What follows belongs to an exercise in optimizing a design on an open flow for small area and a short achievable clock period; a production flow would make more cautious choices.
The RTL was checked by simulation tests, not by an equivalence proof against the original design.
No activity file was given, so power comes from the tool's default toggle rates.

## flow/design.v

```verilog
module udp_tx_arbiter #(
    parameter int unsigned DATA_WIDTH = 512,
    parameter int unsigned KEEP_WIDTH = DATA_WIDTH / 8,
    parameter int unsigned CNT_WIDTH  = 16
) (
    input  logic                  clk,
    input  logic                  rst,
    input  logic                  s_axis_peer_valid,
    output logic                  s_axis_peer_ready,
    input  logic [DATA_WIDTH-1:0] s_axis_peer_data,
    input  logic [KEEP_WIDTH-1:0] s_axis_peer_keep,
    input  logic                  s_axis_peer_last,
    input  logic [15:0]           s_axis_peer_src,
    input  logic [15:0]           s_axis_peer_dst,
    input  logic [15:0]           s_axis_peer_size,
    input  logic                  s_axis_host_valid,
    output logic                  s_axis_host_ready,
    input  logic [DATA_WIDTH-1:0] s_axis_host_data,
    input  logic [KEEP_WIDTH-1:0] s_axis_host_keep,
    input  logic                  s_axis_host_last,
    input  logic [15:0]           s_axis_host_src,
    input  logic [15:0]           s_axis_host_dst,
    input  logic [15:0]           s_axis_host_size,
    output logic                  m_axis_tx_valid,
    input  logic                  m_axis_tx_ready,
    output logic [DATA_WIDTH-1:0] m_axis_tx_data,
    output logic [KEEP_WIDTH-1:0] m_axis_tx_keep,
    output logic                  m_axis_tx_last,
    output logic [15:0]           m_axis_tx_src,
    output logic [15:0]           m_axis_tx_dst,
    output logic [15:0]           m_axis_tx_size,
    output logic [CNT_WIDTH-1:0]  stat_peer_pkts,
    output logic [CNT_WIDTH-1:0]  stat_host_pkts,
    output logic [CNT_WIDTH-1:0]  stat_len_err
);
    localparam int unsigned PW = DATA_WIDTH + KEEP_WIDTH + 1;    
    logic xp_q, xh_q;
    logic last_host_q;          
    logic first_q;              
    logic valid_q;
    logic [CNT_WIDTH-1:0] peer_cnt_q, host_cnt_q, err_cnt_q;
    logic [PW-1:0] pay;
    logic [47:0]   sb;
    logic out_ready, beat, pkt_done;
    logic ld_p, ld_h, hold;
    logic sld_p, sld_h, shold;
    logic sel_valid, sel_last;
    logic [15:0] sel_size;
    logic [PW-1:0] pay_p, pay_h;
    logic [47:0]   sb_p, sb_h;
    assign out_ready = !valid_q || m_axis_tx_ready;
    udp_tx_arbiter_rdy u_rdy_p (
        .xfer(xp_q), .idle_out(!valid_q), .out_ready(m_axis_tx_ready), .ready(s_axis_peer_ready)
    );
    udp_tx_arbiter_rdy u_rdy_h (
        .xfer(xh_q), .idle_out(!valid_q), .out_ready(m_axis_tx_ready), .ready(s_axis_host_ready)
    );
    assign sel_valid = (xp_q && s_axis_peer_valid) || (xh_q && s_axis_host_valid);
    assign sel_last  = xh_q ? s_axis_host_last : s_axis_peer_last;
    assign sel_size  = xh_q ? s_axis_host_size : s_axis_peer_size;
    assign beat     = out_ready && sel_valid;
    assign pkt_done = beat && sel_last;
    assign ld_p  = xp_q && out_ready;
    assign ld_h  = xh_q && out_ready;
    assign hold  = !out_ready;
    assign sld_p = ld_p && first_q;
    assign sld_h = ld_h && first_q;
    assign shold = !(out_ready && first_q);
    assign pay_p = {s_axis_peer_last, s_axis_peer_keep, s_axis_peer_data};
    assign pay_h = {s_axis_host_last, s_axis_host_keep, s_axis_host_data};
    assign sb_p  = {s_axis_peer_size, s_axis_peer_dst, s_axis_peer_src};
    assign sb_h  = {s_axis_host_size, s_axis_host_dst, s_axis_host_src};
    logic [PW-1:0] pay_d;
    logic [47:0]   sb_d;
    udp_tx_arbiter_sel #(.W(PW)) u_pay_sel (
        .ld_a(ld_p), .ld_b(ld_h), .hold(hold), .a(pay_p), .b(pay_h), .q(pay), .d(pay_d)
    );
    udp_tx_arbiter_sel #(.W(48)) u_sb_sel (
        .ld_a(sld_p), .ld_b(sld_h), .hold(shold), .a(sb_p), .b(sb_h), .q(sb), .d(sb_d)
    );
    always_ff @(posedge clk) begin
        pay <= pay_d;
        sb  <= sb_d;
    end
    logic [7:0]  s_q, c_q, s_d, c_d, z;
    logic [9:0]  hi_q;
    logic [16:0] need_eff, need_cur;
    assign z        = s_q + c_q;
    assign need_eff = {(z[7] || z[6]) ? hi_q : hi_q - 10'd1, z[6:0] ^ 7'h40};
    assign need_cur = first_q ? {1'b0, sel_size} : need_eff;
    udp_tx_arbiter_cnt u_cnt (
        .sel_b(xh_q), .keep_a(s_axis_peer_keep), .keep_b(s_axis_host_keep),
        .nl(need_cur[6:0]), .s(s_d), .c(c_d)
    );
    always_ff @(posedge clk) begin
        if (beat) begin
            s_q  <= s_d;
            c_q  <= c_d;
            hi_q <= need_cur[16:7];
        end
    end
    always_ff @(posedge clk or posedge rst) begin
        if (rst) begin
            xp_q        <= 1'b0;
            xh_q        <= 1'b0;
            last_host_q <= 1'b1;
            first_q     <= 1'b0;
            valid_q     <= 1'b0;
        end else begin
            valid_q <= beat || (valid_q && !m_axis_tx_ready);
            if (!xp_q && !xh_q) begin
                if (s_axis_peer_valid || s_axis_host_valid) begin
                    if (s_axis_peer_valid && s_axis_host_valid) begin
                        xh_q <= !last_host_q;
                        xp_q <= last_host_q;
                    end else begin
                        xh_q <= s_axis_host_valid;
                        xp_q <= !s_axis_host_valid;
                    end
                    first_q <= 1'b1;
                end
            end else if (beat) begin
                first_q <= 1'b0;
                if (sel_last) begin
                    xp_q        <= 1'b0;
                    xh_q        <= 1'b0;
                    last_host_q <= xh_q;
                end
            end
        end
    end
    always_ff @(posedge clk or posedge rst) begin
        if (rst) begin
            peer_cnt_q <= '0;
            host_cnt_q <= '0;
        end else if (pkt_done) begin
            if (xp_q && peer_cnt_q != '1) peer_cnt_q <= peer_cnt_q + CNT_WIDTH'(1);
            if (xh_q && host_cnt_q != '1) host_cnt_q <= host_cnt_q + CNT_WIDTH'(1);
        end
    end
    logic                 err_pend_q, ok_lo, ok_hi, ok_lo_q, ok_hi_q, len_err;
    logic [CNT_WIDTH-1:0] err_inc, err_out;
    udp_tx_arbiter_chk u_chk (
        .hi_zero(need_cur[16:7] == 10'd0), .s(s_d), .c(c_d), .ok_lo(ok_lo), .ok_hi(ok_hi)
    );
    always_ff @(posedge clk) begin
        ok_lo_q <= ok_lo;
        ok_hi_q <= ok_hi;
    end
    udp_tx_arbiter_err u_err (.done(err_pend_q), .ok_a(ok_lo_q), .ok_b(ok_hi_q), .err(len_err));
    udp_tx_arbiter_inc #(.W(CNT_WIDTH)) u_err_inc (.q(err_cnt_q), .d(err_inc));
    udp_tx_arbiter_mux #(.W(CNT_WIDTH)) u_err_mux (
        .sel(len_err), .a(err_cnt_q), .b(err_inc), .y(err_out)
    );
    always_ff @(posedge clk or posedge rst) begin
        if (rst) begin
            err_pend_q <= 1'b0;
            err_cnt_q  <= '0;
        end else begin
            err_pend_q <= pkt_done;
            err_cnt_q  <= err_out;
        end
    end
    assign m_axis_tx_valid = valid_q;
    assign {m_axis_tx_last, m_axis_tx_keep, m_axis_tx_data} = pay;
    assign {m_axis_tx_size, m_axis_tx_dst, m_axis_tx_src}   = sb;
    assign stat_peer_pkts  = peer_cnt_q;
    assign stat_host_pkts  = host_cnt_q;
    assign stat_len_err    = err_out;
endmodule
module udp_tx_arbiter_sel #(
    parameter int unsigned W = 1
) (
    input  logic         ld_a,
    input  logic         ld_b,
    input  logic         hold,
    input  logic [W-1:0] a,
    input  logic [W-1:0] b,
    input  logic [W-1:0] q,
    output logic [W-1:0] d
);
    assign d = ({W{ld_a}} & a) | ({W{ld_b}} & b) | ({W{hold}} & q);
endmodule
module udp_tx_arbiter_rdy (
    input  logic xfer,
    input  logic idle_out,
    input  logic out_ready,
    output logic ready
);
    assign ready = xfer && (idle_out || out_ready);
endmodule
module udp_tx_arbiter_chk (
    input  logic       hi_zero,
    input  logic [7:0] s,
    input  logic [7:0] c,
    output logic       ok_lo,
    output logic       ok_hi
);
    logic [7:0] k, cin, e;
    assign k     = 8'd64;
    assign cin   = {(s[6:0] & c[6:0]) | ((s[6:0] | c[6:0]) & ~k[6:0]), 1'b0};
    assign e     = ~(s ^ c ^ k ^ cin);
    assign ok_lo = hi_zero && (&e[3:0]);
    assign ok_hi = &e[7:4];
endmodule
module udp_tx_arbiter_inc #(
    parameter int unsigned W = 16
) (
    input  logic [W-1:0] q,
    output logic [W-1:0] d
);
    assign d = (q != '1) ? q + W'(1) : q;
endmodule
module udp_tx_arbiter_mux #(
    parameter int unsigned W = 16
) (
    input  logic         sel,
    input  logic [W-1:0] a,
    input  logic [W-1:0] b,
    output logic [W-1:0] y
);
    assign y = sel ? b : a;
endmodule
module udp_tx_arbiter_err (
    input  logic done,
    input  logic ok_a,
    input  logic ok_b,
    output logic err
);
    assign err = done && !(ok_a && ok_b);
endmodule
module udp_tx_arbiter_cnt (
    input  logic        sel_b,
    input  logic [63:0] keep_a,
    input  logic [63:0] keep_b,
    input  logic [6:0]  nl,
    output logic [7:0]  s,
    output logic [7:0]  c
);
    logic [63:0] nk;
    assign nk = ~(sel_b ? keep_b : keep_a);
    logic t1;
    logic t2;
    logic t3;
    logic t4;
    logic t5;
    logic t6;
    logic t7;
    logic t8;
    logic t9;
    logic t10;
    logic t11;
    logic t12;
    logic t13;
    logic t14;
    logic t15;
    logic t16;
    logic t17;
    logic t18;
    logic t19;
    logic t20;
    logic t21;
    logic t22;
    logic t23;
    logic t24;
    logic t25;
    logic t26;
    logic t27;
    logic t28;
    logic t29;
    logic t30;
    logic t31;
    logic t32;
    logic t33;
    logic t34;
    logic t35;
    logic t36;
    logic t37;
    logic t38;
    logic t39;
    logic t40;
    logic t41;
    logic t42;
    logic t43;
    logic t44;
    logic t45;
    logic t46;
    logic t47;
    logic t48;
    logic t49;
    logic t50;
    logic t51;
    logic t52;
    logic t53;
    logic t54;
    logic t55;
    logic t56;
    logic t57;
    logic t58;
    logic t59;
    logic t60;
    logic t61;
    logic t62;
    logic t63;
    logic t64;
    logic t65;
    logic t66;
    logic t67;
    logic t68;
    logic t69;
    logic t70;
    logic t71;
    logic t72;
    logic t73;
    logic t74;
    logic t75;
    logic t76;
    logic t77;
    logic t78;
    logic t79;
    logic t80;
    logic t81;
    logic t82;
    logic t83;
    logic t84;
    logic t85;
    logic t86;
    logic t87;
    logic t88;
    logic t89;
    logic t90;
    logic t91;
    logic t92;
    logic t93;
    logic t94;
    logic t95;
    logic t96;
    logic t97;
    logic t98;
    logic t99;
    logic t100;
    logic t101;
    logic t102;
    logic t103;
    logic t104;
    logic t105;
    logic t106;
    logic t107;
    logic t108;
    logic t109;
    logic t110;
    logic t111;
    logic t112;
    logic t113;
    logic t114;
    logic t115;
    logic t116;
    logic t117;
    logic t118;
    logic t119;
    logic t120;
    logic t121;
    logic t122;
    logic t123;
    logic t124;
    logic t125;
    logic t126;
    assign t1 = (nk[0] ^ nk[10]) ^ nk[11];
    assign t2 = (nk[0] & nk[10]) | (nk[11] & (nk[0] | nk[10]));
    assign t3 = (nk[12] ^ nk[13]) ^ nk[14];
    assign t4 = (nk[12] & nk[13]) | (nk[14] & (nk[12] | nk[13]));
    assign t5 = (nk[15] ^ nk[16]) ^ nk[17];
    assign t6 = (nk[15] & nk[16]) | (nk[17] & (nk[15] | nk[16]));
    assign t7 = (nk[18] ^ nk[19]) ^ nk[1];
    assign t8 = (nk[18] & nk[19]) | (nk[1] & (nk[18] | nk[19]));
    assign t9 = (nk[20] ^ nk[21]) ^ nk[22];
    assign t10 = (nk[20] & nk[21]) | (nk[22] & (nk[20] | nk[21]));
    assign t11 = (nk[23] ^ nk[24]) ^ nk[25];
    assign t12 = (nk[23] & nk[24]) | (nk[25] & (nk[23] | nk[24]));
    assign t13 = (nk[26] ^ nk[27]) ^ nk[28];
    assign t14 = (nk[26] & nk[27]) | (nk[28] & (nk[26] | nk[27]));
    assign t15 = (nk[29] ^ nk[2]) ^ nk[30];
    assign t16 = (nk[29] & nk[2]) | (nk[30] & (nk[29] | nk[2]));
    assign t17 = (nk[31] ^ nk[32]) ^ nk[33];
    assign t18 = (nk[31] & nk[32]) | (nk[33] & (nk[31] | nk[32]));
    assign t19 = (nk[34] ^ nk[35]) ^ nk[36];
    assign t20 = (nk[34] & nk[35]) | (nk[36] & (nk[34] | nk[35]));
    assign t21 = (nk[37] ^ nk[38]) ^ nk[39];
    assign t22 = (nk[37] & nk[38]) | (nk[39] & (nk[37] | nk[38]));
    assign t23 = (nk[3] ^ nk[40]) ^ nk[41];
    assign t24 = (nk[3] & nk[40]) | (nk[41] & (nk[3] | nk[40]));
    assign t25 = (nk[42] ^ nk[43]) ^ nk[44];
    assign t26 = (nk[42] & nk[43]) | (nk[44] & (nk[42] | nk[43]));
    assign t27 = (nk[45] ^ nk[46]) ^ nk[47];
    assign t28 = (nk[45] & nk[46]) | (nk[47] & (nk[45] | nk[46]));
    assign t29 = (nk[48] ^ nk[49]) ^ nk[4];
    assign t30 = (nk[48] & nk[49]) | (nk[4] & (nk[48] | nk[49]));
    assign t31 = (nk[50] ^ nk[51]) ^ nk[52];
    assign t32 = (nk[50] & nk[51]) | (nk[52] & (nk[50] | nk[51]));
    assign t33 = (nk[53] ^ nk[54]) ^ nk[55];
    assign t34 = (nk[53] & nk[54]) | (nk[55] & (nk[53] | nk[54]));
    assign t35 = (nk[56] ^ nk[57]) ^ nk[58];
    assign t36 = (nk[56] & nk[57]) | (nk[58] & (nk[56] | nk[57]));
    assign t37 = (nk[59] ^ nk[5]) ^ nk[60];
    assign t38 = (nk[59] & nk[5]) | (nk[60] & (nk[59] | nk[5]));
    assign t39 = (nk[61] ^ nk[62]) ^ nk[63];
    assign t40 = (nk[61] & nk[62]) | (nk[63] & (nk[61] | nk[62]));
    assign t41 = (nk[6] ^ nk[7]) ^ nk[8];
    assign t42 = (nk[6] & nk[7]) | (nk[8] & (nk[6] | nk[7]));
    assign t43 = (nk[9] ^ nl[0]) ^ t1;
    assign t44 = (nk[9] & nl[0]) | (t1 & (nk[9] | nl[0]));
    assign t45 = (t11 ^ t13) ^ t15;
    assign t46 = (t11 & t13) | (t15 & (t11 | t13));
    assign t47 = (t17 ^ t19) ^ t21;
    assign t48 = (t17 & t19) | (t21 & (t17 | t19));
    assign t49 = (t23 ^ t25) ^ t27;
    assign t50 = (t23 & t25) | (t27 & (t23 | t25));
    assign t51 = (t29 ^ t3) ^ t31;
    assign t52 = (t29 & t3) | (t31 & (t29 | t3));
    assign t53 = (t33 ^ t35) ^ t37;
    assign t54 = (t33 & t35) | (t37 & (t33 | t35));
    assign t55 = (t39 ^ t41) ^ t5;
    assign t56 = (t39 & t41) | (t5 & (t39 | t41));
    assign t57 = (t7 ^ t9) ^ t43;
    assign t58 = (t7 & t9) | (t43 & (t7 | t9));
    assign t59 = (t45 ^ t47) ^ t49;
    assign t60 = (t45 & t47) | (t49 & (t45 | t47));
    assign t61 = (t51 ^ t53) ^ t55;
    assign t62 = (t51 & t53) | (t55 & (t51 | t53));
    assign t63 = t57 ^ t59;
    assign t64 = t57 & t59;
    assign t65 = (nl[1] ^ t10) ^ t12;
    assign t66 = (nl[1] & t10) | (t12 & (nl[1] | t10));
    assign t67 = (t14 ^ t16) ^ t18;
    assign t68 = (t14 & t16) | (t18 & (t14 | t16));
    assign t69 = (t2 ^ t20) ^ t22;
    assign t70 = (t2 & t20) | (t22 & (t2 | t20));
    assign t71 = (t24 ^ t26) ^ t28;
    assign t72 = (t24 & t26) | (t28 & (t24 | t26));
    assign t73 = (t30 ^ t32) ^ t34;
    assign t74 = (t30 & t32) | (t34 & (t30 | t32));
    assign t75 = (t36 ^ t38) ^ t4;
    assign t76 = (t36 & t38) | (t4 & (t36 | t38));
    assign t77 = (t40 ^ t42) ^ t6;
    assign t78 = (t40 & t42) | (t6 & (t40 | t42));
    assign t79 = (t8 ^ t65) ^ t67;
    assign t80 = (t8 & t65) | (t67 & (t8 | t65));
    assign t81 = (t69 ^ t71) ^ t73;
    assign t82 = (t69 & t71) | (t73 & (t69 | t71));
    assign t83 = (t75 ^ t77) ^ t44;
    assign t84 = (t75 & t77) | (t44 & (t75 | t77));
    assign t85 = (t46 ^ t48) ^ t50;
    assign t86 = (t46 & t48) | (t50 & (t46 | t48));
    assign t87 = (t52 ^ t54) ^ t56;
    assign t88 = (t52 & t54) | (t56 & (t52 | t54));
    assign t89 = (t58 ^ t79) ^ t81;
    assign t90 = (t58 & t79) | (t81 & (t58 | t79));
    assign t91 = (t83 ^ t60) ^ t62;
    assign t92 = (t83 & t60) | (t62 & (t83 | t60));
    assign t93 = (t85 ^ t87) ^ t64;
    assign t94 = (t85 & t87) | (t64 & (t85 | t87));
    assign t95 = t89 ^ t91;
    assign t96 = t89 & t91;
    assign t97 = (nl[2] ^ t66) ^ t68;
    assign t98 = (nl[2] & t66) | (t68 & (nl[2] | t66));
    assign t99 = (t70 ^ t72) ^ t74;
    assign t100 = (t70 & t72) | (t74 & (t70 | t72));
    assign t101 = (t76 ^ t78) ^ t80;
    assign t102 = (t76 & t78) | (t80 & (t76 | t78));
    assign t103 = (t82 ^ t97) ^ t99;
    assign t104 = (t82 & t97) | (t99 & (t82 | t97));
    assign t105 = (t84 ^ t86) ^ t88;
    assign t106 = (t84 & t86) | (t88 & (t84 | t86));
    assign t107 = (t101 ^ t103) ^ t90;
    assign t108 = (t101 & t103) | (t90 & (t101 | t103));
    assign t109 = (t105 ^ t92) ^ t96;
    assign t110 = (t105 & t92) | (t96 & (t105 | t92));
    assign t111 = t94 ^ t107;
    assign t112 = t94 & t107;
    assign t113 = (nl[3] ^ t100) ^ t98;
    assign t114 = (nl[3] & t100) | (t98 & (nl[3] | t100));
    assign t115 = (t102 ^ t104) ^ t113;
    assign t116 = (t102 & t104) | (t113 & (t102 | t104));
    assign t117 = (t106 ^ t108) ^ t115;
    assign t118 = (t106 & t108) | (t115 & (t106 | t108));
    assign t119 = t112 ^ t110;
    assign t120 = t112 & t110;
    assign t121 = (nl[4] ^ t114) ^ t116;
    assign t122 = (nl[4] & t114) | (t116 & (nl[4] | t114));
    assign t123 = t121 ^ t118;
    assign t124 = t121 & t118;
    assign t125 = nl[5] ^ t122;
    assign t126 = nl[5] & t122;
    assign s = {1'b0, nl[6], t124, t120, t117, t109, t93, t61};
    assign c = {1'b0, t126, t125, t123, t119, t111, t95, t63};
endmodule
```

## flow/flow/run.sh

```bash
#!/bin/bash
# The standard ORFS layout with these changes: synthesis leaves adders to abc (no full-adder
# cells), the ports get the smallest buffer, pins may sit on adjacent tracks (the clock pin
# alone, see pre_io.tcl), and timing repair aims for setup slack well above 0 at the design's
# clock.
set -euo pipefail
export ADDER_MAP_FILE=
export BUFFER_PORTS_ARGS="-buffer_cell sky130_fd_sc_hd__buf_1"
export PRE_IO_PLACEMENT_TCL="$(pwd)/flow/pre_io.tcl"
export PLACE_PINS_ARGS="-min_distance 1 -min_distance_in_tracks -exclude bottom:229-251 -exclude right:238-243"
export SETUP_SLACK_MARGIN=6.75
bash standard.sh finish > flow_make.log 2>&1
```

## flow/flow/pre_io.tcl

```tcl
# Pins placed before the others. The clock pin sits alone in the middle of the bottom edge (no
# other pin within 10 um): its wire is routed with wider spacing than pins packed on every track
# allow. m_axis_tx_ready and the two upstream readies, which it drives through one gate, sit on
# adjacent tracks in the middle of the right edge.
place_pin -pin_name clk -layer met2 -location {239.89 0.243} -pin_size {0.14 0.485} -force_to_die_boundary
place_pin -pin_name s_axis_peer_ready -layer met3 -location {479.6 239.70} -pin_size {0.8 0.3} -force_to_die_boundary
place_pin -pin_name m_axis_tx_ready -layer met3 -location {479.6 240.38} -pin_size {0.8 0.3} -force_to_die_boundary
place_pin -pin_name s_axis_host_ready -layer met3 -location {479.6 241.06} -pin_size {0.8 0.3} -force_to_die_boundary
```

## flow/standard.sh

```bash
#!/bin/bash
# synth_recipe.tcl (not shown) runs the flow's synth.tcl, then flattens the netlist and writes it again
# the make line also repeats each setting of config.mk as NAME=value (left out here)
make -C /OpenROAD-flow-scripts/flow DESIGN_CONFIG=/design/flow/config.mk WORK_HOME=/design/flow/orfs CLKGATE_MAP_FILE= SYNTH_SCRIPT=/design/flow/synth_recipe.tcl "${@:-finish}"
```

## flow/config.mk

```make
export PLATFORM = sky130hd
export DESIGN_NAME = udp_tx_arbiter
export DESIGN_NICKNAME = udp_tx_arbiter
export VERILOG_FILES = /design/flow/design.v
export SDC_FILE = /design/flow/constraint.sdc
export NUM_CORES = 4
export LEC_CHECK = 0
export CAP_MARGIN = 20
export CORE_AREA = 10 10 470 470
export CTS_BUF_LIST = sky130_fd_sc_hd__clkbuf_8
export CTS_CLUSTER_DIAMETER = 70
export CTS_CLUSTER_SIZE = 14
export DIE_AREA = 0 0 480 480
export SLEW_MARGIN = 20
export SYNTH_HIERARCHICAL = 1
```

## flow/constraint.sdc

```tcl
create_clock -name core_clock -period 12.0 [get_ports {clk}]
set_input_delay 2.4000 -clock core_clock [delete_from_list [all_inputs] [get_ports {clk}]]
set_output_delay 2.4000 -clock core_clock [all_outputs]
set_load 0.01 [all_outputs]
```

==> reports/results.tsv, run 1 <==
metric	value	unit
multi_input_area	12200	um2
fp-row-count	168	
period_minus_slack	5.26	ns
gp_congestion	1.05	
cts_tree	yes	
layout-drive-gt1-share	5.53	%
p_leak	17.3	nW
grtUsageTotal	22.9	%
synthTopCellsByArea	dfxtp_1 (40%), a222oi_1 (20%), inv_1 (7.7%)	
dpl.cell_count	7422	
wl_per_cell	37.1	um
overflow	0	
slew_viol_final	0	
initial_utilization	14.9	%
drc_errors	0	
maxSlewHeadroom	10.6	%
critPathRequiredTime	12.81	ns
clock_tree.buffer_depth	3	
h-tree-depth	3	
yosys-top-cells-count	inv_1 (642), dfxtp_1 (627), a222oi_1 (626), buf_6 (131), xnor2_1 (128)	
post-route-util	20.2	%
path_max_fanout	4	
ys_ff_latch	707	
maxCapViolCount	0	
seqCellArea	14700	um2
first_iter_violations	6185	
fin_cells	7726	
p_comb_share	58.4	%
clock_sinks	707	
arrival	6.07	ns
grt_antenna_before_repair	365	
yosysUniqueCellTypes	97	
seq_area_frac_synth	46.9	%
avgSynthCellArea	10.8	um2
ios	1927	
seqPwrFrac	29.7	%
worstMarginPinSlew	1.34	ns
dp_slack	5.66	ns
p_clk_share	11.8	%
fillers	23700	
fin_crit_sh	43.8	%
first_pass_iters	12	
synth-edff-count	26	
die_y	480	um
fmax	190	MHz
setup_tns	0	ns
total_power	14.9	mW
grt_pass1_vias	34300	
finalSetupViolCount	0	
fin_hold_ws	0.468	ns
synthArstFlopShare	7.64	%
nets	5948	
die_area	230000	um2
final_area	42300	um2
swShare	49.3	%
setup_slack	6.74	ns
num_vias	36600	
clkLatencyLatePin	0.86	ns
placed_cell_area	40200	um2
grt_first_pass_wirelength	353	mm
path_class	input pin to register	
yosys_most_used_dff	dfxtp_1	
core-area	210000	um2
syn_inst	2909	
hold_class	register to register	
peakVddDrop	0.592	mV
totalWireLength	286	mm
endpoint_kind	register	
yosys_warnings	7	
power.internal	7.57	mW
powerDensity	353	nW/um2
clock_skew	0.0601	ns
die_x	480	um
yosysMostFrequentCell	inv_1	
rsz0062_at_grt	true	
place.detailed.hpwl	248	mm
port-buffer-count	1930	
vias_per_cell	4.74	
cts_made_buffers	73	
syn_area	31300	um2
cts.reportedPaths.clkPinSlew	0.10	ns
drtAntennaViolNets	0	
hold_viol_final	0	
netlist.area_leader.share	40.1	%
status	complete, no violations	
area_delta_synth_final	35.3	%
cts-root-buf	clkbuf_8	
yosysTopAreaCell	dfxtp_1	
grt_max_degree	229	
critPathLaunchType	input pin	
switching_power	7.37	mW
-- flip-flops by register name (all words and copies together), names as in the netlist, 8 cells and up --
signal and cells:
host_cnt_q 16, err_cnt_q 16, peer_cnt_q 16, sb 48
c_q 8, pay 577, hi_q 10, s_q 8
-- what timing repair did --
action	CTS	global route
hold buffers	0	0
gates cloned	0	0
pin swaps	1	1
buffers inserted	0	0
resized for setup	9	18
setup endpoints to repair	101	96
-- Yosys stat by module, one instance, submodules excluded, a selection --
module              flip-flops and latches  cells  copies in the design
udp_tx_arbiter                         707    984                     1
udp_tx_arbiter_err                       0      1                     1
udp_tx_arbiter_chk                       0     26                     1
udp_tx_arbiter_rdy                       0      1                     2
udp_tx_arbiter_cnt                       0    367                     1
-- power groups by stage --
stage / Clock (mW) / Sequential [mW] / Combinational (mW)
after global routing: 1.90 / 4.56 / 9.28
final: 1.77 / 4.44 / 8.73
after global placement: 0 / 4.43 / 8.36
after detailed placement: 0 / 4.45 / 8.50
after CTS: 1.82 / 4.42 / 8.53
after floorplan: 0 / 4.79 / 5.99
-- worst max-delay path: stages --
cell      delay, ns
buf_1          0.17
maj3_1         0.38
mux2i_1        0.36
xnor2_1        0.22
xnor3_2        0.53
maj3_2         0.33
maj3_2         0.30
clkinv_2       0.06
maj3_2         0.20
xor2_1         0.31
nor4bb_1       0.42
mux2_2         0.24
o22a_1         0.14
-- path summary, 6_finish.rpt --
kind,startpoint,end,slack [ns],depth (start not counted)
max in group asynchronous,rst,err_cnt_q[5],9.71,3
min,pay[169],pay[169],0.47,2
max reg2reg,xh_q,ok_hi_q,7.01,16
min reg2reg,pay[169],pay[169],0.47,2
min in group asynchronous,rst,first_q,1.74,3
max,s_axis_peer_keep[36],ok_hi_q,6.74,13
-- layout by cell type (no fill, tap or decap), drive strengths merged, types with 40 or more instances in the layout --
cell    instances
a21oi          40
a222oi        626
dfxtp         627
mux2i          41
clkbuf         79
xor2           41
nand2          52
inv           663
diode         185
dfrtp          53
xnor2         136
maj3           57
buf          1955
-- final cells by class --
cell class / instances / area share (%)
tap: 2805 / 8.29
clock inverter: 39 / 1.01
timing repair buffer: 1955 / 17.8
antenna: 185 / 1.09
inverter: 643 / 5.72
sequential: 707 / 34.7
multi-input combinational: 1313 / 28.8
clock buffer: 79 / 2.57
-- per-layer routing --
metal	up-vias	share of wire (%)	global-route usage [%]	wire, um
met1	17400	34	23.8	97100
li1	14800	-	-	-
met3	1117	14	12.2	39300
met5	-	0.41	0.580	1160
met2	3182	41	32.5	117000
met4	160	11	22.6	31400
-- kinds of logic (layout without fill, tap and decap cells) --
logic type                 after synthesis  count (layout)  synth area share [%]
DFF                                    707             707                  46.9
xor gates and xnor gates               203             203                  7.07
and+or+nand+nor                        205             205                  3.62
adders and majority gates               57              57                  1.87
other                                    1             187                0.0120
AOI/OAI and AO/OA                      780             780                  23.5
buffers and inverters                  890            2716                  14.5
muxes                                   66              66                  2.54
==> inputs of run 2 (changes only) <==
--- a/flow/design.v
+++ b/flow/design.v
@@ -51,8 +51,10 @@
     assign out_ready = !valid_q || m_axis_tx_ready;
     udp_tx_arbiter_rdy u_rdy_p (
-        .xfer(xp_q), .idle_out(!valid_q), .out_ready(m_axis_tx_ready), .ready(s_axis_peer_ready)
+        .clk(clk), .rst(rst), .xfer_d(xp_d), .valid_d(valid_d), .out_ready(m_axis_tx_ready),
+        .ready(s_axis_peer_ready)
     );
     udp_tx_arbiter_rdy u_rdy_h (
-        .xfer(xh_q), .idle_out(!valid_q), .out_ready(m_axis_tx_ready), .ready(s_axis_host_ready)
+        .clk(clk), .rst(rst), .xfer_d(xh_d), .valid_d(valid_d), .out_ready(m_axis_tx_ready),
+        .ready(s_axis_host_ready)
     );
     assign sel_valid = (xp_q && s_axis_peer_valid) || (xh_q && s_axis_host_valid);
@@ -100,4 +102,31 @@
         end
     end
+    logic xp_d, xh_d, last_host_d, first_d, valid_d;
+    always_comb begin
+        xp_d        = xp_q;
+        xh_d        = xh_q;
+        last_host_d = last_host_q;
+        first_d     = first_q;
+        valid_d     = beat || (valid_q && !m_axis_tx_ready);
+        if (!xp_q && !xh_q) begin
+            if (s_axis_peer_valid || s_axis_host_valid) begin
+                if (s_axis_peer_valid && s_axis_host_valid) begin
+                    xh_d = !last_host_q;
+                    xp_d = last_host_q;
+                end else begin
+                    xh_d = s_axis_host_valid;
+                    xp_d = !s_axis_host_valid;
+                end
+                first_d = 1'b1;
+            end
+        end else if (beat) begin
+            first_d = 1'b0;
+            if (sel_last) begin
+                xp_d        = 1'b0;
+                xh_d        = 1'b0;
+                last_host_d = xh_q;
+            end
+        end
+    end
     always_ff @(posedge clk or posedge rst) begin
         if (rst) begin
@@ -108,24 +137,9 @@
             valid_q     <= 1'b0;
         end else begin
-            valid_q <= beat || (valid_q && !m_axis_tx_ready);
-            if (!xp_q && !xh_q) begin
-                if (s_axis_peer_valid || s_axis_host_valid) begin
-                    if (s_axis_peer_valid && s_axis_host_valid) begin
-                        xh_q <= !last_host_q;
-                        xp_q <= last_host_q;
-                    end else begin
-                        xh_q <= s_axis_host_valid;
-                        xp_q <= !s_axis_host_valid;
-                    end
-                    first_q <= 1'b1;
-                end
-            end else if (beat) begin
-                first_q <= 1'b0;
-                if (sel_last) begin
-                    xp_q        <= 1'b0;
-                    xh_q        <= 1'b0;
-                    last_host_q <= xh_q;
-                end
-            end
+            xp_q        <= xp_d;
+            xh_q        <= xh_d;
+            last_host_q <= last_host_d;
+            first_q     <= first_d;
+            valid_q     <= valid_d;
         end
     end
@@ -140,5 +154,5 @@
     end
     logic                 err_pend_q, ok_lo, ok_hi, ok_lo_q, ok_hi_q, len_err;
-    logic [CNT_WIDTH-1:0] err_inc, err_out;
+    logic [CNT_WIDTH-1:0] err_mask, err_out;
     udp_tx_arbiter_chk u_chk (
         .hi_zero(need_cur[16:7] == 10'd0), .s(s_d), .c(c_d), .ok_lo(ok_lo), .ok_hi(ok_hi)
@@ -149,7 +163,7 @@
     end
     udp_tx_arbiter_err u_err (.done(err_pend_q), .ok_a(ok_lo_q), .ok_b(ok_hi_q), .err(len_err));
-    udp_tx_arbiter_inc #(.W(CNT_WIDTH)) u_err_inc (.q(err_cnt_q), .d(err_inc));
-    udp_tx_arbiter_mux #(.W(CNT_WIDTH)) u_err_mux (
-        .sel(len_err), .a(err_cnt_q), .b(err_inc), .y(err_out)
+    udp_tx_arbiter_inc #(.W(CNT_WIDTH)) u_err_inc (.q(err_cnt_q), .m(err_mask));
+    udp_tx_arbiter_tgl #(.W(CNT_WIDTH)) u_err_tgl (
+        .en(len_err), .q(err_cnt_q), .m(err_mask), .y(err_out)
     );
     always_ff @(posedge clk or posedge rst) begin
@@ -183,10 +197,22 @@
 endmodule
 module udp_tx_arbiter_rdy (
-    input  logic xfer,
-    input  logic idle_out,
+    input  logic clk,
+    input  logic rst,
+    input  logic xfer_d,
+    input  logic valid_d,
     input  logic out_ready,
     output logic ready
 );
-    assign ready = xfer && (idle_out || out_ready);
+    logic xfer_q, free_q;
+    always_ff @(posedge clk or posedge rst) begin
+        if (rst) begin
+            xfer_q <= 1'b0;
+            free_q <= 1'b0;
+        end else begin
+            xfer_q <= xfer_d;
+            free_q <= xfer_d && !valid_d;
+        end
+    end
+    assign ready = free_q || (xfer_q && out_ready);
 endmodule
 module udp_tx_arbiter_chk (
@@ -208,17 +234,24 @@
 ) (
     input  logic [W-1:0] q,
-    output logic [W-1:0] d
+    output logic [W-1:0] m
 );
-    assign d = (q != '1) ? q + W'(1) : q;
+    logic [W-1:0] low_ones;    
+    always_comb begin
+        low_ones[0] = 1'b1;
+        for (int i = 1; i < W; i++) begin
+            low_ones[i] = low_ones[i-1] && q[i-1];
+        end
+    end
+    assign m = (q != '1) ? low_ones : '0;
 endmodule
-module udp_tx_arbiter_mux #(
+module udp_tx_arbiter_tgl #(
     parameter int unsigned W = 16
 ) (
-    input  logic         sel,
-    input  logic [W-1:0] a,
-    input  logic [W-1:0] b,
+    input  logic         en,
+    input  logic [W-1:0] q,
+    input  logic [W-1:0] m,
     output logic [W-1:0] y
 );
-    assign y = sel ? b : a;
+    assign y = q ^ ({W{en}} & m);
 endmodule
 module udp_tx_arbiter_err (
--- a/flow/flow/run.sh
+++ b/flow/flow/run.sh
@@ -9,4 +9,4 @@
 export PRE_IO_PLACEMENT_TCL="$(pwd)/flow/pre_io.tcl"
 export PLACE_PINS_ARGS="-min_distance 1 -min_distance_in_tracks -exclude bottom:229-251 -exclude right:238-243"
-export SETUP_SLACK_MARGIN=6.75
+export SETUP_SLACK_MARGIN=6.9
 bash standard.sh finish > flow_make.log 2>&1
--- a/flow/config.mk
+++ b/flow/config.mk
@@ -9,6 +9,6 @@
 export CORE_AREA = 10 10 470 470
 export CTS_BUF_LIST = sky130_fd_sc_hd__clkbuf_8
-export CTS_CLUSTER_DIAMETER = 70
-export CTS_CLUSTER_SIZE = 14
+export CTS_CLUSTER_DIAMETER = 60
+export CTS_CLUSTER_SIZE = 12
 export DIE_AREA = 0 0 480 480
 export SLEW_MARGIN = 20
==> reports/results.tsv, run 2 <==
metric	value	unit	change
arrival	2.79	ns	was 6.07 ns
place.detailed.hpwl	267	mm	was 248 mm
synthArstFlopShare	8.16	%	was 7.64%
ys_ff_latch	711		was 707
p_leak	17.6	nW	was 17.3 nW
setup_tns	0	ns	unchanged
status	complete, no violations		unchanged
slowest_delay	0.16	ns	was 0.53 ns
overflow	0		unchanged
period_minus_slack	5.19	ns	was 5.26 ns
drc_errors	0		unchanged
slowest_stage	a21o_1		was xnor3_2
endpoint_kind	output pin		was register
synthTopCellsByArea	dfxtp_1 (40%), a222oi_1 (20%), inv_1 (7.7%)		unchanged
grt_pass1_vias	34500		was 34,300
setup_slack	6.81	ns	was 6.74 ns
dp_slack	5.77	ns	was 5.66 ns
synthMuxAreaShare	1.73	%	was 2.54%
first_pass_iters	13		was 12
synth_compound_area_share	23.1	%	was 23.5%
reg_top3	pay x577, sb x48		unchanged
grt_first_pass_wirelength	376	mm	was 353 mm
synth-edff-count	26		unchanged
maxCapViolCount	0		unchanged
hold_viol_final	0		unchanged
die_area	230000	um2	unchanged
die_x	480	um	unchanged
initial_utilization	14.8	%	was 14.9%
clkLatencyLatePin	0.87	ns	was 0.86 ns
ios	1927		unchanged
grt_max_degree	173		was 229
grt_antenna_before_repair	389		was 365
totalWireLength	307	mm	was 286 mm
critPathRequiredTime	9.60	ns	was 12.81 ns
cts_made_buffers	96		was 73
multi_input_area	12100	um2	was 12,200 um2
worstMarginPinSlew	1.08	ns	was 1.34 ns
largest_register_ffs	577		unchanged
wl_per_cell	39.2	um	was 37.1 um
path_class	input pin to output pin		was input pin to register
fmax	193	MHz	was 190 MHz
fillers	23700		about the same
largest-register	pay		unchanged
cts_tree	yes		unchanged
layout-drive-gt1-share	6.75	%	was 5.53%
yosysUniqueCellTypes	92		was 97
crit_buf_inv	2		unchanged
placed_cell_area	40100	um2	was 40,200 um2
slew_viol_final	0		unchanged
grtUsageTotal	24.7	%	was 22.9%
finalSetupViolCount	0		unchanged
nets	5981		was 5,948
h-tree-depth	3		unchanged
seqCellArea	14800	um2	was 14,700 um2
clock_skew	0.0591	ns	was 0.0601 ns
yosysMostFrequentCell	inv_1		unchanged
clock_sinks	711		was 707
netlist.area_leader.share	40.3	%	was 40.1%
synth-simple-area-share	3.79	%	was 3.62%
die_y	480	um	unchanged
first_iter_violations	6904		was 6,185
final_cell_mix	buf_1 (1,919), inv_1 (655), dfxtp_1 (627)		was buf_1 (1,927), inv_1 (647), dfxtp_1 (627)
synth_xor_area_share	7.50	%	was 7.07%
num_vias	37400		was 36,600
peakVddDrop	0.565	mV	was 0.592 mV
yosys-top-cells-count	inv_1 (641), dfxtp_1 (627), a222oi_1 (626), xnor2_1 (144), buf_6 (131)		was inv_1 (642), dfxtp_1 (627), a222oi_1 (626), buf_6 (131), xnor2_1 (128)
cts.reportedPaths.clkPinSlew	0.06	ns	was 0.10 ns
crit_chain	buf_6 -> a21o_1 -> buf_6		was buf_1 -> maj3_1 -> mux2i_1 -> xnor2_1 -> xnor3_2 -> maj3_2 -> maj3_2 -> clkinv_2 -> maj3_2 -> xor2_1 -> nor4bb_1 -> mux2_2 -> o22a_1
path_max_fanout	3		was 4
synth_top_family_by_area	compound AO/OA/AOI/OAI gates		unchanged
powerDensity	362	nW/um2	was 353 nW/um2
port-buffer-count	1930		unchanged
clock_tree.buffer_depth	3		unchanged
avgSynthCellArea	10.7	um2	was 10.8 um2
fin_crit_sh	43.3	%	was 43.8%
rsz0062_at_grt	true		unchanged
hold_buffers	0		unchanged
synthAdderAreaFrac	1.88	%	was 1.87%
maxSlewHeadroom	28.3	%	was 10.6%
seq_area_frac_synth	47.5	%	was 46.9%
syn_area	31100	um2	was 31,300 um2
yosys_most_used_dff	dfxtp_1		unchanged
final_area	43200	um2	was 42,300 um2
core-area	210000	um2	unchanged
yosys_warnings	9		was 7
vias_per_cell	4.78		was 4.74
drtAntennaViolNets	0		unchanged
yosysTopAreaCell	dfxtp_1		unchanged
hold_class	register to register		unchanged
crit_family	buffers and inverters		was adder cells
cp_common_cell	buf_6		was maj3_2
fp-row-count	168		unchanged
syn_inst	2907		was 2,909
cts-root-buf	clkbuf_8		unchanged
critPathLaunchType	input pin		unchanged
gp_congestion	1.07		was 1.05
final_common_cell	buf_1		unchanged
area_delta_synth_final	38.6	%	was 35.3%
-- run 2: cell type report --
class | instances | area share (%)
Sequential cell | 711 | 34.3
Multi-Input combinational cell | 1311 | 28.0
Timing Repair Buffer | 1964 | 17.6
Tap cell | 2805 | 8.13
Inverter | 642 | 5.65
Clock buffer | 102 | 3.25
Clock inverter | 69 | 1.76
Antenna cell | 232 | 1.34
-- run 2: where the power goes --
group / switching, mW / total, mW / internal [mW]
clock network: 1.18 / 2.23 / 1.05
logic: 5.69 / 8.83 / 3.15
registers: 0.830 / 4.55 / 3.72
-- run 2: kinds of logic (layout without fill, tap and decap cells) --
group           count (synthesis)  after routing
simple gates                  226            226
xor+xnor                      217            217
mux                            47             47
compound gates                762            762
flops                         711            711
buf+inv                       886           2777
fa+ha+maj                      57             57
other cells                     1            234
-- run 2: Yosys stat by module (local to each module, per instance), excerpt --
| module | flops+latches | cell area [um2] |
|---|---|---|
| udp_tx_arbiter_err | 0 | 11.3 |
| udp_tx_arbiter | 707 | 16500 |
| udp_tx_arbiter_rdy | 2 | 67.6 |
| udp_tx_arbiter_chk | 0 | 198 |
| udp_tx_arbiter_cnt | 0 | 3480 |
-- run 2: tightest hold or removal path, cell delays in order (launching register included) --
cell      delay (ns)
dfxtp_1         0.32
a222oi_1        0.06
inv_1           0.05
-- run 2: path summary, 6_finish.rpt --
kind	start	endpoint	slack, ns	cells past startpoint
min in group asynchronous	rst	u_rdy_p.xfer_q	1.44	2
max reg2reg	xh_q	ok_hi_q	7.17	13
max	m_axis_tx_ready	s_axis_peer_ready	6.81	3
min	pay[20]	pay[20]	0.46	2
min reg2reg	pay[20]	pay[20]	0.46	2
max in group asynchronous	rst	xh_q	9.63	3
-- run 2: metal layers --
layer	vias up	global-route usage (%)	wire, um
met1	17900	25.6	104000
met2	3294	34.2	121000
met3	1173	16.2	48800
li1	14900	-	-
met5	-	0.849	1450
met4	182	21.3	31900
-- run 2: what timing repair did --
action	CTS	global route
setup endpoints to repair	85	338
endpoints found under the hold margin	0	0
resized for setup	28	27
pin swaps	4	10
setup buffers	2	8
-- run 2: per-stage QoR --
stage | utilization (%) | power [mW] | hold WS (ns) | instances
final | 20.6 | 15.6 | 0.462 | 7836
after global routing | 20.4 | 16.4 | 0.481 | 7736
after CTS | 20.2 | 15.4 | 0.468 | 7595
after detailed placement | 19.1 | 13.0 | 0.445 | 7422
after global placement | 19.1 | 12.9 | 0.442 | 7422
after floorplan | - | 10.6 | 0.444 | 2908
==> inputs of run 3 (changes only) <==
--- a/flow/flow/run.sh
+++ b/flow/flow/run.sh
@@ -8,5 +8,5 @@
 export BUFFER_PORTS_ARGS="-buffer_cell sky130_fd_sc_hd__buf_1"
 export PRE_IO_PLACEMENT_TCL="$(pwd)/flow/pre_io.tcl"
-export PLACE_PINS_ARGS="-min_distance 1 -min_distance_in_tracks -exclude bottom:229-251 -exclude right:238-243"
+export PLACE_PINS_ARGS="-min_distance 1 -min_distance_in_tracks -exclude bottom:199-221 -exclude right:207-213"
 export SETUP_SLACK_MARGIN=6.9
 bash standard.sh finish > flow_make.log 2>&1
==> flow/flow/pre_io.tcl (replaced) <==
# Pins placed before the others. The clock pin sits alone in the middle of the bottom edge (no
# other pin within 10 um): its wire is routed with wider spacing than pins packed on every track
# allow. m_axis_tx_ready and the two upstream readies, which it drives through one gate, sit on
# adjacent tracks in the middle of the right edge.
place_pin -pin_name clk -layer met2 -location {209.99 0.243} -pin_size {0.14 0.485} -force_to_die_boundary
place_pin -pin_name s_axis_peer_ready -layer met3 -location {419.6 209.10} -pin_size {0.8 0.3} -force_to_die_boundary
place_pin -pin_name m_axis_tx_ready -layer met3 -location {419.6 209.78} -pin_size {0.8 0.3} -force_to_die_boundary
place_pin -pin_name s_axis_host_ready -layer met3 -location {419.6 210.46} -pin_size {0.8 0.3} -force_to_die_boundary
--- a/flow/config.mk
+++ b/flow/config.mk
@@ -7,9 +7,9 @@
 export LEC_CHECK = 0
 export CAP_MARGIN = 20
-export CORE_AREA = 10 10 470 470
+export CORE_AREA = 10 10 410 410
 export CTS_BUF_LIST = sky130_fd_sc_hd__clkbuf_8
 export CTS_CLUSTER_DIAMETER = 60
 export CTS_CLUSTER_SIZE = 12
-export DIE_AREA = 0 0 480 480
+export DIE_AREA = 0 0 420 420
 export SLEW_MARGIN = 20
 export SYNTH_HIERARCHICAL = 1
==> reports/results.tsv, run 3 <==
metric	value	unit	change
slowest_stage	a21o_1		unchanged
final_common_cell	buf_1		unchanged
hold_class	register to register		unchanged
path_max_fanout	3		unchanged
port-buffer-count	1930		unchanged
crit_buf_inv	2		unchanged
drtAntennaViolNets	0		unchanged
seq_area_frac_synth	47.5	%	unchanged
nets	5992		was 5,981
clock_sinks	711		unchanged
arrival	2.81	ns	was 2.79 ns
cts_made_buffers	99		was 96
gp_congestion	1.07		about the same
initial_utilization	19.6	%	was 14.8%
slowest_delay	0.16	ns	about the same
yosysTopAreaCell	dfxtp_1		unchanged
ios	1927		unchanged
grt_max_degree	186		was 173
place.detailed.hpwl	217	mm	was 267 mm
maxCapViolCount	0		unchanged
die_x	420	um	was 480 um
wl_per_cell	36.7	um	was 39.2 um
area_delta_synth_final	35.7	%	was 38.6%
critPathRequiredTime	9.60	ns	about the same
p_leak	17.7	nW	was 17.6 nW
clkLatencyLatePin	0.86	ns	was 0.87 ns
synthArstFlopShare	8.16	%	unchanged
crit_chain	buf_6 -> a21o_1 -> buf_6		unchanged
layout-drive-gt1-share	7.50	%	was 6.75%
cts-root-buf	clkbuf_8		unchanged
clock_skew	0.0563	ns	was 0.0591 ns
num_vias	36500		was 37,400
powerDensity	368	nW/um2	was 362 nW/um2
die_y	420	um	was 480 um
die_area	176000	um2	was 230,000 um2
placed_cell_area	39200	um2	was 40,100 um2
reg_top3	pay x577, sb x48		unchanged
overflow	0		unchanged
crit_family	buffers and inverters		unchanged
grt_antenna_before_repair	301		was 389
drc_errors	0		unchanged
cts.reportedPaths.clkPinSlew	0.05	ns	was 0.06 ns
yosys_most_used_dff	dfxtp_1		unchanged
syn_area	31100	um2	unchanged
core-area	159000	um2	was 210,000 um2
synthTopCellsByArea	dfxtp_1 (40%), a222oi_1 (20%), inv_1 (7.7%)		unchanged
syn_inst	2907		unchanged
grt_pass1_vias	33700		was 34,500
netlist.area_leader.share	40.3	%	unchanged
first_iter_violations	6830		was 6,904
peakVddDrop	0.455	mV	was 0.565 mV
grt_first_pass_wirelength	323	mm	was 376 mm
slew_viol_final	0		unchanged
finalSetupViolCount	0		unchanged
avgSynthCellArea	10.7	um2	unchanged
endpoint_kind	output pin		unchanged
final_cell_mix	buf_1 (1,912), inv_1 (650), dfxtp_1 (627)		was buf_1 (1,919), inv_1 (655), dfxtp_1 (627)
largest_register_ffs	577		unchanged
yosys_warnings	9		unchanged
fmax	192	MHz	was 193 MHz
cts_tree	yes		unchanged
totalWireLength	259	mm	was 307 mm
clock_tree.buffer_depth	3		unchanged
yosys-top-cells-count	inv_1 (641), dfxtp_1 (627), a222oi_1 (626), xnor2_1 (144), buf_6 (131)		unchanged
cp_common_cell	buf_6		unchanged
ys_ff_latch	711		unchanged
vias_per_cell	5.17		was 4.78
worstMarginPinSlew	1.29	ns	was 1.08 ns
status	complete, no violations		unchanged
hold_viol_final	0		unchanged
h-tree-depth	3		unchanged
largest-register	pay		unchanged
maxSlewHeadroom	14.3	%	was 28.3%
fp-row-count	146		was 168
yosysUniqueCellTypes	92		unchanged
period_minus_slack	5.21	ns	was 5.19 ns
first_pass_iters	11		was 13
critPathLaunchType	input pin		unchanged
rsz0062_at_grt	true		unchanged
grtUsageTotal	26.9	%	was 24.7%
final_area	42300	um2	was 43,200 um2
setup_tns	0	ns	unchanged
fin_crit_sh	43.4	%	was 43.3%
path_class	input pin to output pin		unchanged
yosysMostFrequentCell	inv_1		unchanged
synth-edff-count	26		unchanged
[run 3: cell count changes in the layout (fill, tap and decap cells not counted), moves of 6 or more]
cell / delta
clkinv_2: +7
inv_6: +7
clkbuf_8: +6
diode_2: -57
clkbuf_2: +9
buf_1: -7
inv_8: -7
[run 3: repair_timing]
action | 4_1_cts | 5_1_grt
pin swaps | 6 | 16
hold buffers | 0 | 0
resized for setup | 35 | 46
setup endpoints to repair | 97 | 109
setup buffers | 9 | 9
gates cloned | 0 | 1
[run 3: per-layer routing]
metal	global-route usage, %	vias up	part of all wire [%]
met5	1.04	-	0.47
met4	21.6	170	8.9
met3	14.3	1096	14
met2	38.4	3073	42
met1	29.4	17300	35
li1	-	14900	-
[run 3: logic make-up (layout without fill, tap and decap cells)]
kind of cell / after synthesis / in the layout / synth area share [%]
buffers and inverters: 886 / 2789 / 14.5
AOI/OAI and AO/OA: 762 / 762 / 23.1
DFF: 711 / 711 / 47.5
and+or+nand+nor: 226 / 227 / 3.79
xor gates and xnor gates: 217 / 217 / 7.50
adders and majority gates: 57 / 57 / 1.88
muxes: 47 / 47 / 1.73
other: 1 / 177 / 0.0120
[run 3: cell type report]
class / instances / area, um2
fill: 17500 / 116000
sequential: 711 / 14800
multi-input combinational: 1312 / 12200
timing repair buffer: 1971 / 7700
tap: 2072 / 2590
inverter: 642 / 2420
clock buffer: 108 / 1490
clock inverter: 68 / 646
antenna: 175 / 438
[run 3: stage by stage]
step | total power, mW | util, % | worst slack (ns) | cells | hold WS (ns)
floorplan | 10.6 | - | 6.54 | 2908 | 0.444
global placement | 12.7 | 24.7 | 5.53 | 6689 | 0.441
detailed placement | 12.8 | 24.7 | 5.52 | 6689 | 0.445
CTS | 15.2 | 26.2 | 6.76 | 6874 | 0.463
global route | 16.4 | 26.5 | 6.77 | 7002 | 0.478
finish | 15.6 | 26.6 | 6.79 | 7059 | 0.461
[run 3: path summary, 6_finish.rpt]
path	start	end	slack (ns)	depth (start not counted)
min reg2reg	pay[375]	pay[375]	0.46	2
max reg2reg	xh_q	ok_hi_q	7.15	13
min in group asynchronous	rst	u_rdy_p.xfer_q	1.48	2
max in group asynchronous	rst	xh_q	9.68	3
max	m_axis_tx_ready	s_axis_host_ready	6.79	3
min	pay[375]	pay[375]	0.46	2
[run 3: tightest hold or removal path, cell delays in order, from the launching register on]
cell,delay [ns]
dfxtp_1,0.32
a222oi_1,0.06
inv_1,0.05
[run 3: report_power, final]
part           internal (mW)  total (mW)  leakage (nW)  switching [mW]
Clock                   1.00        2.17          1.12            1.17
Sequential              3.72        4.63          6.30           0.904
Combinational           3.29        8.75          10.3            5.46
Total                   8.02        15.6          17.7            7.53
[run 3: per-module statistics from Yosys (local to each module, per instance), excerpt]
| module | area [um2] | copies in the design | flops+latches | cells inside |
|---|---|---|---|---|
| udp_tx_arbiter | 16500 | 1 | 707 | 976 |
| udp_tx_arbiter_chk | 198 | 1 | 0 | 26 |
| udp_tx_arbiter_cnt | 3480 | 1 | 0 | 367 |
| udp_tx_arbiter_err | 11.3 | 1 | 0 | 1 |
| udp_tx_arbiter_rdy | 67.6 | 2 | 2 | 5 |
==> inputs of run 4 (changes only) <==
--- a/flow/design.v
+++ b/flow/design.v
@@ -43,6 +43,4 @@
     logic [47:0]   sb;
     logic out_ready, beat, pkt_done;
-    logic ld_p, ld_h, hold;
-    logic sld_p, sld_h, shold;
     logic sel_valid, sel_last;
     logic [15:0] sel_size;
@@ -63,10 +61,4 @@
     assign beat     = out_ready && sel_valid;
     assign pkt_done = beat && sel_last;
-    assign ld_p  = xp_q && out_ready;
-    assign ld_h  = xh_q && out_ready;
-    assign hold  = !out_ready;
-    assign sld_p = ld_p && first_q;
-    assign sld_h = ld_h && first_q;
-    assign shold = !(out_ready && first_q);
     assign pay_p = {s_axis_peer_last, s_axis_peer_keep, s_axis_peer_data};
     assign pay_h = {s_axis_host_last, s_axis_host_keep, s_axis_host_data};
@@ -75,6 +67,22 @@
     logic [PW-1:0] pay_d;
     logic [47:0]   sb_d;
-    udp_tx_arbiter_sel #(.W(PW)) u_pay_sel (
-        .ld_a(ld_p), .ld_b(ld_h), .hold(hold), .a(pay_p), .b(pay_h), .q(pay), .d(pay_d)
+    localparam int unsigned NSL = PW / 64;
+    for (genvar i = 0; i < NSL; i++) begin : g_pay
+        localparam int unsigned LO = i * 64;
+        localparam int unsigned W  = (i == NSL - 1) ? PW - LO : 64;
+        logic ld_a, ld_b, hold;
+        udp_tx_arbiter_ctl u_ctl (
+            .xa(xp_q), .xb(xh_q), .valid(valid_q), .out_ready(m_axis_tx_ready), .en(1'b1),
+            .ld_a(ld_a), .ld_b(ld_b), .hold(hold)
+        );
+        udp_tx_arbiter_sel #(.W(W)) u_sel (
+            .ld_a(ld_a), .ld_b(ld_b), .hold(hold), .a(pay_p[LO +: W]), .b(pay_h[LO +: W]),
+            .q(pay[LO +: W]), .d(pay_d[LO +: W])
+        );
+    end
+    logic sld_p, sld_h, shold;
+    udp_tx_arbiter_ctl u_sb_ctl (
+        .xa(xp_q), .xb(xh_q), .valid(valid_q), .out_ready(m_axis_tx_ready), .en(first_q),
+        .ld_a(sld_p), .ld_b(sld_h), .hold(shold)
     );
     udp_tx_arbiter_sel #(.W(48)) u_sb_sel (
@@ -153,14 +161,13 @@
         end
     end
-    logic                 err_pend_q, ok_lo, ok_hi, ok_lo_q, ok_hi_q, len_err;
+    logic                 err_pend_q, hz_q, len_err;
+    logic [7:0]           e, e_q;
     logic [CNT_WIDTH-1:0] err_mask, err_out;
-    udp_tx_arbiter_chk u_chk (
-        .hi_zero(need_cur[16:7] == 10'd0), .s(s_d), .c(c_d), .ok_lo(ok_lo), .ok_hi(ok_hi)
-    );
+    udp_tx_arbiter_chk u_chk (.s(s_d), .c(c_d), .e(e));
     always_ff @(posedge clk) begin
-        ok_lo_q <= ok_lo;
-        ok_hi_q <= ok_hi;
+        hz_q <= need_cur[16:7] == 10'd0;
+        e_q  <= e;
     end
-    udp_tx_arbiter_err u_err (.done(err_pend_q), .ok_a(ok_lo_q), .ok_b(ok_hi_q), .err(len_err));
+    udp_tx_arbiter_err u_err (.done(err_pend_q), .hz(hz_q), .e(e_q), .err(len_err));
     udp_tx_arbiter_inc #(.W(CNT_WIDTH)) u_err_inc (.q(err_cnt_q), .m(err_mask));
     udp_tx_arbiter_tgl #(.W(CNT_WIDTH)) u_err_tgl (
@@ -183,4 +190,20 @@
     assign stat_len_err    = err_out;
 endmodule
+module udp_tx_arbiter_ctl (
+    input  logic xa,
+    input  logic xb,
+    input  logic valid,
+    input  logic out_ready,
+    input  logic en,
+    output logic ld_a,
+    output logic ld_b,
+    output logic hold
+);
+    logic load;
+    assign load = (!valid || out_ready) && en;
+    assign ld_a = xa && load;
+    assign ld_b = xb && load;
+    assign hold = !load;
+endmodule
 module udp_tx_arbiter_sel #(
     parameter int unsigned W = 1
@@ -217,16 +240,12 @@
 endmodule
 module udp_tx_arbiter_chk (
-    input  logic       hi_zero,
     input  logic [7:0] s,
     input  logic [7:0] c,
-    output logic       ok_lo,
-    output logic       ok_hi
+    output logic [7:0] e
 );
-    logic [7:0] k, cin, e;
-    assign k     = 8'd64;
-    assign cin   = {(s[6:0] & c[6:0]) | ((s[6:0] | c[6:0]) & ~k[6:0]), 1'b0};
-    assign e     = ~(s ^ c ^ k ^ cin);
-    assign ok_lo = hi_zero && (&e[3:0]);
-    assign ok_hi = &e[7:4];
+    logic [7:0] k, cin;
+    assign k   = 8'd64;
+    assign cin = {(s[6:0] & c[6:0]) | ((s[6:0] | c[6:0]) & ~k[6:0]), 1'b0};
+    assign e   = ~(s ^ c ^ k ^ cin);
 endmodule
 module udp_tx_arbiter_inc #(
@@ -256,10 +275,10 @@
 endmodule
 module udp_tx_arbiter_err (
-    input  logic done,
-    input  logic ok_a,
-    input  logic ok_b,
-    output logic err
+    input  logic       done,
+    input  logic       hz,
+    input  logic [7:0] e,
+    output logic       err
 );
-    assign err = done && !(ok_a && ok_b);
+    assign err = done && !(hz && (&e));
 endmodule
 module udp_tx_arbiter_cnt (
--- a/flow/flow/run.sh
+++ b/flow/flow/run.sh
@@ -8,5 +8,5 @@
 export BUFFER_PORTS_ARGS="-buffer_cell sky130_fd_sc_hd__buf_1"
 export PRE_IO_PLACEMENT_TCL="$(pwd)/flow/pre_io.tcl"
-export PLACE_PINS_ARGS="-min_distance 1 -min_distance_in_tracks -exclude bottom:199-221 -exclude right:207-213"
+export PLACE_PINS_ARGS="-min_distance 1 -min_distance_in_tracks -exclude bottom:229-251 -exclude right:238-243"
 export SETUP_SLACK_MARGIN=6.9
 bash standard.sh finish > flow_make.log 2>&1
==> flow/flow/pre_io.tcl (replaced) <==
# Pins placed before the others. The clock pin sits alone in the middle of the bottom edge (no
# other pin within 10 um): its wire is routed with wider spacing than pins packed on every track
# allow. m_axis_tx_ready and the two upstream readies, which it drives through one gate, sit on
# adjacent tracks in the middle of the right edge.
place_pin -pin_name clk -layer met2 -location {239.89 0.243} -pin_size {0.14 0.485} -force_to_die_boundary
place_pin -pin_name s_axis_peer_ready -layer met3 -location {479.6 239.70} -pin_size {0.8 0.3} -force_to_die_boundary
place_pin -pin_name m_axis_tx_ready -layer met3 -location {479.6 240.38} -pin_size {0.8 0.3} -force_to_die_boundary
place_pin -pin_name s_axis_host_ready -layer met3 -location {479.6 241.06} -pin_size {0.8 0.3} -force_to_die_boundary
--- a/flow/config.mk
+++ b/flow/config.mk
@@ -7,9 +7,9 @@
 export LEC_CHECK = 0
 export CAP_MARGIN = 20
-export CORE_AREA = 10 10 410 410
+export CORE_AREA = 10 10 470 470
 export CTS_BUF_LIST = sky130_fd_sc_hd__clkbuf_8
-export CTS_CLUSTER_DIAMETER = 60
-export CTS_CLUSTER_SIZE = 12
-export DIE_AREA = 0 0 420 420
+export CTS_CLUSTER_DIAMETER = 70
+export CTS_CLUSTER_SIZE = 14
+export DIE_AREA = 0 0 480 480
 export SLEW_MARGIN = 20
 export SYNTH_HIERARCHICAL = 1
==> reports/results.tsv, run 4 <==
metric	value	unit	change
synthArstFlopShare	8.08	%	was 8.16%
setup_slack	6.77	ns	was 6.79 ns
seq_area_frac_synth	47.6	%	was 47.5%
slowest_stage	a21o_1		unchanged
largest_register_ffs	577		unchanged
rsz0062_at_grt	true		unchanged
yosysMostFrequentCell	inv_1		unchanged
peakVddDrop	0.538	mV	was 0.455 mV
wl_per_cell	35.9	um	was 36.7 um
avgSynthCellArea	10.8	um2	was 10.7 um2
clock_skew	0.0429	ns	was 0.0563 ns
hold_viol_final	0		unchanged
final_common_cell	buf_1		unchanged
seqCellArea	14900	um2	was 14,800 um2
status	complete, no violations		unchanged
die_area	230000	um2	was 176,000 um2
setup_tns	0	ns	unchanged
hold_class	register to register		unchanged
fp-row-count	168		was 146
met1_usage	24.0	%	was 29.4%
p_leak	18.3	nW	was 17.7 nW
grtUsageTotal	22.5	%	was 26.9%
die_y	480	um	was 420 um
endpoint_kind	output pin		unchanged
grt_pass1_vias	34000		was 33,700
synthTopCellsByArea	dfxtp_1 (40%), a222oi_1 (20%), inv_1 (7.6%)		was dfxtp_1 (40%), a222oi_1 (20%), inv_1 (7.7%)
grt_max_degree	66		was 186
port-buffer-count	1930		unchanged
worstMarginPinSlew	1.19	ns	was 1.29 ns
first_pass_iters	14		was 11
core-area	210000	um2	was 159,000 um2
path_class	input pin to output pin		unchanged
vias_per_cell	4.72		was 5.17
initial_utilization	14.9	%	was 19.6%
layout-drive-gt1-share	6.78	%	was 7.50%
crit_chain	clkbuf_16 -> a21o_1 -> buf_6		was buf_6 -> a21o_1 -> buf_6
powerDensity	336	nW/um2	was 368 nW/um2
yosys_most_used_dff	dfxtp_1		unchanged
dpl.cell_count	7472		was 6,689
slew_viol_final	0		unchanged
critPathRequiredTime	9.60	ns	about the same
fin_crit_sh	43.6	%	was 43.4%
die_x	480	um	was 420 um
yosys_warnings	9		unchanged
syn_area	31300	um2	was 31,100 um2
ios	1927		unchanged
fin_cells	7827		was 7,059
gp_congestion	1.05		was 1.07
num_vias	36900		was 36,500
placed_cell_area	40500	um2	was 39,200 um2
netlist.area_leader.share	40.5	%	was 40.3%
slowest_delay	0.17	ns	was 0.16 ns
grt_first_pass_wirelength	348	mm	was 323 mm
syn_inst	2914		was 2,907
maxCapViolCount	0		unchanged
ys_ff_latch	718		was 711
maxSlewHeadroom	20.4	%	was 14.3%
finalSetupViolCount	0		unchanged
largest-register	pay		unchanged
critPathLaunchType	input pin		unchanged
grt_antenna_before_repair	343		was 301
clock_sinks	718		was 711
synth-edff-count	26		unchanged
period_minus_slack	5.23	ns	was 5.21 ns
final_area	43100	um2	was 42,300 um2
area_delta_synth_final	37.6	%	was 35.7%
final_cell_mix	buf_1 (1,911), inv_1 (643), dfxtp_1 (634)		was buf_1 (1,912), inv_1 (650), dfxtp_1 (627)
busiest_layer	met2		unchanged
yosysTopAreaCell	dfxtp_1		unchanged
fmax	191	MHz	was 192 MHz
drtAntennaViolNets	0		unchanged
multi_input_area	12300	um2	was 12,200 um2
yosysUniqueCellTypes	74		was 92
cts_tree	yes		unchanged
clock_tree.buffer_depth	3		unchanged
cts-root-buf	clkbuf_8		unchanged
place.detailed.hpwl	240	mm	was 217 mm
grt_use_met3	12.4	%	was 14.3%
totalWireLength	281	mm	was 259 mm
first_iter_violations	7422		was 6,830
overflow	0		unchanged
cts.reportedPaths.clkPinSlew	0.08	ns	was 0.05 ns
nets	6025		was 5,992
cts_made_buffers	81		was 99
drc_errors	0		unchanged
met2_usage	32.0	%	was 38.4%
hold_buffers	0		unchanged
fillers	23700		was 17,500
yosys-top-cells-count	inv_1 (636), dfxtp_1 (634), a222oi_1 (625), xnor2_1 (156), buf_6 (133)		was inv_1 (641), dfxtp_1 (627), a222oi_1 (626), xnor2_1 (144), buf_6 (131)
clkLatencyLatePin	0.84	ns	was 0.86 ns
reg_top3	pay x577, sb x48		unchanged
dp_slack	5.90	ns	was 5.52 ns
h-tree-depth	3		unchanged
path_max_fanout	3		unchanged
arrival	2.83	ns	was 2.81 ns
## run 4: logic make-up (layout without fill, tap and decap cells)
kind of cell / Yosys count / in the layout / synth area share, %
AO/OA/AOI/OAI: 747 / 747 / 22.6
other: 2 / 228 / 0.0240
multiplexers: 45 / 45 / 1.64
buffers and inverters: 873 / 2755 / 14.3
AND/OR/NAND/NOR: 239 / 239 / 4.04
XOR/XNOR: 228 / 228 / 7.78
adder cells (fa/ha/maj): 62 / 62 / 2.04
flip-flops: 718 / 718 / 47.6
## run 4: Yosys stat by module (local to each module, per instance), excerpt
module,cell area [um2],copies in the design
udp_tx_arbiter_ctl,30.0,10
udp_tx_arbiter_cnt,3480,1
udp_tx_arbiter,16400,1
udp_tx_arbiter_rdy,67.6,2
udp_tx_arbiter_err,23.8,1
udp_tx_arbiter_chk,158,1
## run 4: cell type report
| class | count | area share, % |
|---|---|---|
| multi-input combinational | 1350 | 28.4 |
| clock buffer | 87 | 2.78 |
| sequential | 718 | 34.6 |
| antenna | 199 | 1.16 |
| clock inverter | 49 | 1.39 |
| timing repair buffer | 1981 | 17.9 |
| inverter | 638 | 5.57 |
| tap | 2805 | 8.14 |
## run 4: worst max-delay path: cells and delay by family
family          cells  cell delay [ns]
compound gates      1             0.17
buf+inv             2             0.25
## run 4: stage by stage
| step | utilization, % | total power, mW | hold slack, ns |
|---|---|---|---|
| after global routing | 20.4 | 15.4 | 0.487 |
| after global placement | 19.3 | 12.3 | 0.442 |
| final | 20.5 | 14.5 | 0.469 |
| after detailed placement | 19.3 | 12.4 | 0.446 |
| after CTS | 20.2 | 14.5 | 0.467 |
| after floorplan | - | 10.2 | 0.504 |
## run 4: path summary, 6_finish.rpt
kind	start	to	slack, ns	depth (start not counted)
hold reg to reg	pay[159]	pay[159]	0.47	2
max in group asynchronous	rst	peer_cnt_q[0]	9.51	3
min in group asynchronous	rst	u_rdy_p.free_q	1.50	2
setup reg to reg	xh_q	e_q[4]	7.26	15
hold / removal	pay[159]	pay[159]	0.47	2
setup / recovery	m_axis_tx_ready	s_axis_host_ready	6.77	3
## run 4: repair_timing
item | 4_1_cts | 5_1_grt
pin swaps | 6 | 4
setup endpoints to repair | 21 | 17
gates resized for setup | 36 | 17
setup buffers | 13 | 7
## run 4: report_power, final
part / internal [mW] / switching [mW]
clock network: 0.881 / 1.10
registers: 3.74 / 0.845
logic: 3.07 / 4.85
## run 4: per-layer routing
layer	vias up	wire, um
met2	3241	115000
met5	-	827
met4	134	26800
met1	17600	98900
li1	14900	-
met3	1027	38900

-- separate check: timing with driven ports --
In the flow no input, the clock included, has a driving cell. The finished layouts below were timed again as built, in two steps. Step 1 sets driving cells, clkbuf_16 on the clock port and buf_2 on the other inputs (assumed; they add their load-dependent delay and slew). Step 2 times the ports against the registers' clock, not the clock port: input delays grow and output delays shrink by t, the midpoint of the rising clock arrivals with the driver on. Slacks: no drivers / after step 1 / after step 2; pairs: no drivers / after step 1.
| run | shift t [ns] | slack for setup (ns) | hold WS [ns] | clock arrival spread, ns |
|---|---|---|---|---|
| run 1 | 0.893 | 6.742 / 6.681 / 5.788 | 0.468 / 0.468 / 0.468 | 0.072 / 0.072 |
| run 2 | 0.899 | 6.809 / 6.731 / 5.834 | 0.462 / 0.462 / 0.462 | 0.060 / 0.059 |
| run 3 | 0.864 | 6.788 / 6.687 / 5.941 | 0.461 / 0.461 / 0.461 | 0.094 / 0.094 |
| run 4 | 0.877 | 6.770 / 6.696 / 6.185 | 0.469 / 0.469 / 0.469 | 0.061 / 0.060 |
After both steps every run listed still meets setup and hold. The setup slack of run 2, which loses most, moves by -0.078 ns with the drivers and by -0.975 ns with both steps.
